Context: an optimization exercise on an open-source flow, tuned for small area, a short achievable clock period and few clock cycles per item. The choices shown serve that exercise and are no tape-out recipe.
The RTL was checked by simulation tests, not by an equivalence proof against the original design.
Power figures rest on the tool's default switching activity, not on a simulated workload.

==> flow/design.v (excerpt) <==
module timed_event_queue (
  input  logic                clk,
  input  logic                rst,
  input  logic                cmd_valid,
  output logic                cmd_ready,
  input  teq_pkg::func_t      cmd_func,
  input  teq_pkg::qtime_t     cmd_time_value,
  input  teq_pkg::seq_t       cmd_event_id,
  input  teq_pkg::tag_t       cmd_object_id,
  input  teq_pkg::tag_t       cmd_payload_handle,
  output logic                rsp_valid,
  input  logic                rsp_ready,
  output teq_pkg::status_t    rsp_status,
  output teq_pkg::seq_t       rsp_result_id,
  output logic                rsp_pending,
  output teq_pkg::qtime_t     rsp_time_left,
  output teq_pkg::qtime_t     rsp_duration,
  output teq_pkg::qtime_t     rsp_elapsed,
  output teq_pkg::tag_t       rsp_out_object,
  output teq_pkg::tag_t       rsp_out_payload,
  output teq_pkg::removed_t   rsp_removed_count,
  output logic                rsp_last
);
Size in the first run: about 2800 flip-flops, roughly 280 I/O pins, roughly 130000 µm² of cells after synthesis.
export LEC_CHECK = 0
export CAP_MARGIN = 20
export CORE_MARGIN = 2
export CORE_UTILIZATION = 60
export CTS_CLUSTER_DIAMETER = 60
export CTS_CLUSTER_SIZE = 20
export SETUP_SLACK_MARGIN = 4.3
export SLEW_MARGIN = 20
create_clock -name core_clock -period 8.0 [get_ports {clk}]
run.sh (not shown) runs the stock make flow with config.mk's settings and CLKGATE_MAP_FILE= SYNTH_SCRIPT=/design/flow/synth_recipe.tcl, a recipe that flattens the netlist after the stock synthesis.
The first run produced a clean layout.
Testbench counts at the start, summed over its fixed seeds: cycles 3,817, commands 3,200.
Rerun with:
Settings changed: CTS_CLUSTER_DIAMETER 60 to default, CTS_CLUSTER_SIZE 20 to default, SETUP_SLACK_MARGIN 4.3 to 4.0.
=> Design area came out lower by 1.1%; power goes up by about 11%; synthesized cell count does not change; fmax came out lower by 5.1%; global-route usage decreases by 0.30 points; register-to-register slack is worse by 0.22 ns; final cell count fell by 0.49%; wire length is lower by about 2%; hold slack got worse by 0.0061 ns; clock-buffer cell count rises by 125.

timed_event_queue again, from the RTL that the note above started with.
Design timed_event_queue, start of the top module:
module timed_event_queue (
  input  logic                clk,
  input  logic                rst,
  input  logic                cmd_valid,
  output logic                cmd_ready,
  input  teq_pkg::func_t      cmd_func,
  input  teq_pkg::qtime_t     cmd_time_value,
  input  teq_pkg::seq_t       cmd_event_id,
  input  teq_pkg::tag_t       cmd_object_id,
  input  teq_pkg::tag_t       cmd_payload_handle,
  output logic                rsp_valid,
  input  logic                rsp_ready,
  output teq_pkg::status_t    rsp_status,
  output teq_pkg::seq_t       rsp_result_id,
  output logic                rsp_pending,
  output teq_pkg::qtime_t     rsp_time_left,
  output teq_pkg::qtime_t     rsp_duration,
  output teq_pkg::qtime_t     rsp_elapsed,
  output teq_pkg::tag_t       rsp_out_object,
  output teq_pkg::tag_t       rsp_out_payload,
  output teq_pkg::removed_t   rsp_removed_count,
  output logic                rsp_last
);
  localparam int N = teq_pkg::QUEUE_DEPTH;
  function automatic logic [32:0] add_pp(logic [31:0] a, logic [31:0] b, logic cin);
    logic [31:0] g, p, gg, pp;
    g  = a & b;
    p  = a ^ b;
    gg = g;
    pp = p;
    gg[0] = g[0] | (p[0] & cin);
    for (int l = 0; l < 5; l++) begin
      for (int i = 0; i < 32; i++) begin
        if ((i >> l) & 1) begin
          gg[i] = gg[i] | (pp[i] & gg[((i >> l) << l) - 1]);
          pp[i] = pp[i] & pp[((i >> l) << l) - 1];
        end
      end
    end
    add_pp = {gg[31], p ^ {gg[30:0], cin}};
  endfunction
  function automatic logic le_pp(logic [31:0] a, logic [31:0] b);
    logic [31:0] gt, lt;
    gt = a & ~b;
    lt = b & ~a;
    for (int w = 1; w < 32; w = w * 2) begin
      for (int k = 0; k < 32; k = k + 2 * w) begin
        gt[k] = gt[k + w] | (!lt[k + w] & gt[k]);
  ...
clock: 8.0 ns
lec_check: 0
cap_margin: 20
core_margin: 2
core_utilization: 68
cts_cluster_diameter: 60
cts_cluster_size: 20
setup_slack_margin: 4.0
slew_margin: 20
The starting point went through all stages and came out clean.
Testbench counts at the start, summed over its fixed seeds: cycles 3,817, commands 3,200.
Edit:
--- a/flow/config.mk
+++ b/flow/config.mk
@@ -8,7 +8,5 @@
 export CAP_MARGIN = 20
 export CORE_MARGIN = 2
-export CORE_UTILIZATION = 68
-export CTS_CLUSTER_DIAMETER = 60
-export CTS_CLUSTER_SIZE = 20
-export SETUP_SLACK_MARGIN = 4.0
+export CORE_UTILIZATION = 60
+export SETUP_SLACK_MARGIN = 4.3
 export SLEW_MARGIN = 20
Design area climbs by 5.6%; clock-buffer cell count came out higher by 142; die area went up by 13%; clock skew went up by 27 ps; global-route usage is lower by 3.9 points; setup slack gains 420 ps; synthesized cell count is unchanged.
Edit:
--- a/flow/config.mk
+++ b/flow/config.mk
@@ -9,4 +9,6 @@
 export CORE_MARGIN = 2
 export CORE_UTILIZATION = 60
-export SETUP_SLACK_MARGIN = 4.3
+export CTS_CLUSTER_DIAMETER = 60
+export CTS_CLUSTER_SIZE = 20
+export SETUP_SLACK_MARGIN = 4.5
 export SLEW_MARGIN = 20
=> The new run completed without violations. Non-clock buffer count rises by 285. Via count rises by 2.9%. Power falls by 9.9%. Final cell count rises by about 0.9%. Utilization rises by 2.0 points.

main:
timed_event_queue, a different RTL version from the one above (not shown whole).
For scale: ~9800 cells after synthesis, ~2600 flip-flops, ~130000 um^2 of cells after synthesis.
Settings: LEC_CHECK=0, CAP_MARGIN=20, CORE_MARGIN=2, CORE_UTILIZATION=40, SLEW_MARGIN=20; clock period 8.0 ns.
Testbench counts of main, summed over its fixed seeds: cycles 3,817, commands 3,200.
Modified inputs, the feature branch compared to main
Settings: SETUP_SLACK_MARGIN: unset -> 4.0.
Findings:
- main → the feature branch: global-route met1 utilization decreased by 0.76 points relative to the old numbers, minimum clock period after layout shrank by 1.31 ns.
- Status: share of synthesized cell area in full adder, half adder and majority cells parity (the feature branch, main)
- From main to the feature branch the numbers moved as follows: area added between synthesis and finish rose 6.4 points; cell count up 359.
- Looking at number of diodes added for antenna fixing, the feature branch sits 21 above main.
- Going from main to the feature branch, area used by sequential logic in the layout ~0 delta, part of the cycle the worst path needs saw a decrease.

-- separate check: timing with driven ports --
How much do the figures lean on ideal ports? The routed layouts below were timed once more, with nothing changed but the port constraints.
Step 1: set_driving_cell puts a clkbuf_16 on clk and a buf_2 on each other input, an assumption about the parent block.
Step 2, shift: input delay + t, output delay - t, t = (earliest + latest rising clock arrival at the registers) / 2. This alone moves slack from input paths to output paths.
Three values: ideal ports, drivers, drivers and shift; two values: the first two.
run | t (ns) | setup slack, ns | hold slack, ns | clock arrival spread, ns | worst slew at a driven data input, ns
the first run of note 1 | 0.992 | 3.968 / 3.968 / 3.152 | 0.440 / 0.440 / 0.440 | 0.052 / 0.052 | 0.12
the second run of note 1 | 1.071 | 3.750 / 3.750 / 2.924 | 0.434 / 0.434 / 0.434 | 0.078 / 0.078 | 0.06
the first run of note 2 | 0.990 | 3.589 / 3.589 / 3.009 | 0.439 / 0.439 / 0.439 | 0.061 / 0.061 | 0.19
the second run of note 2 | 1.063 | 4.010 / 4.010 / 3.155 | 0.437 / 0.437 / 0.437 | 0.081 / 0.081 | 0.11
the third run of note 2 | 0.987 | 3.989 / 3.989 / 3.122 | 0.444 / 0.444 / 0.444 | 0.063 / 0.062 | 0.06
main | 1.015 | 2.164 / 2.164 / 1.341 | 0.421 / 0.421 / 0.421 | 0.060 / 0.060 | 0.09
the feature branch | 1.026 | 3.470 / 3.470 / 3.075 | 0.427 / 0.427 / 0.427 | 0.079 / 0.079 | 0.07
After both steps every run listed still meets setup and hold. For the third run of note 2, which loses most, drivers alone change the setup slack by 0.000 ns; drivers and shift together by -0.867 ns.
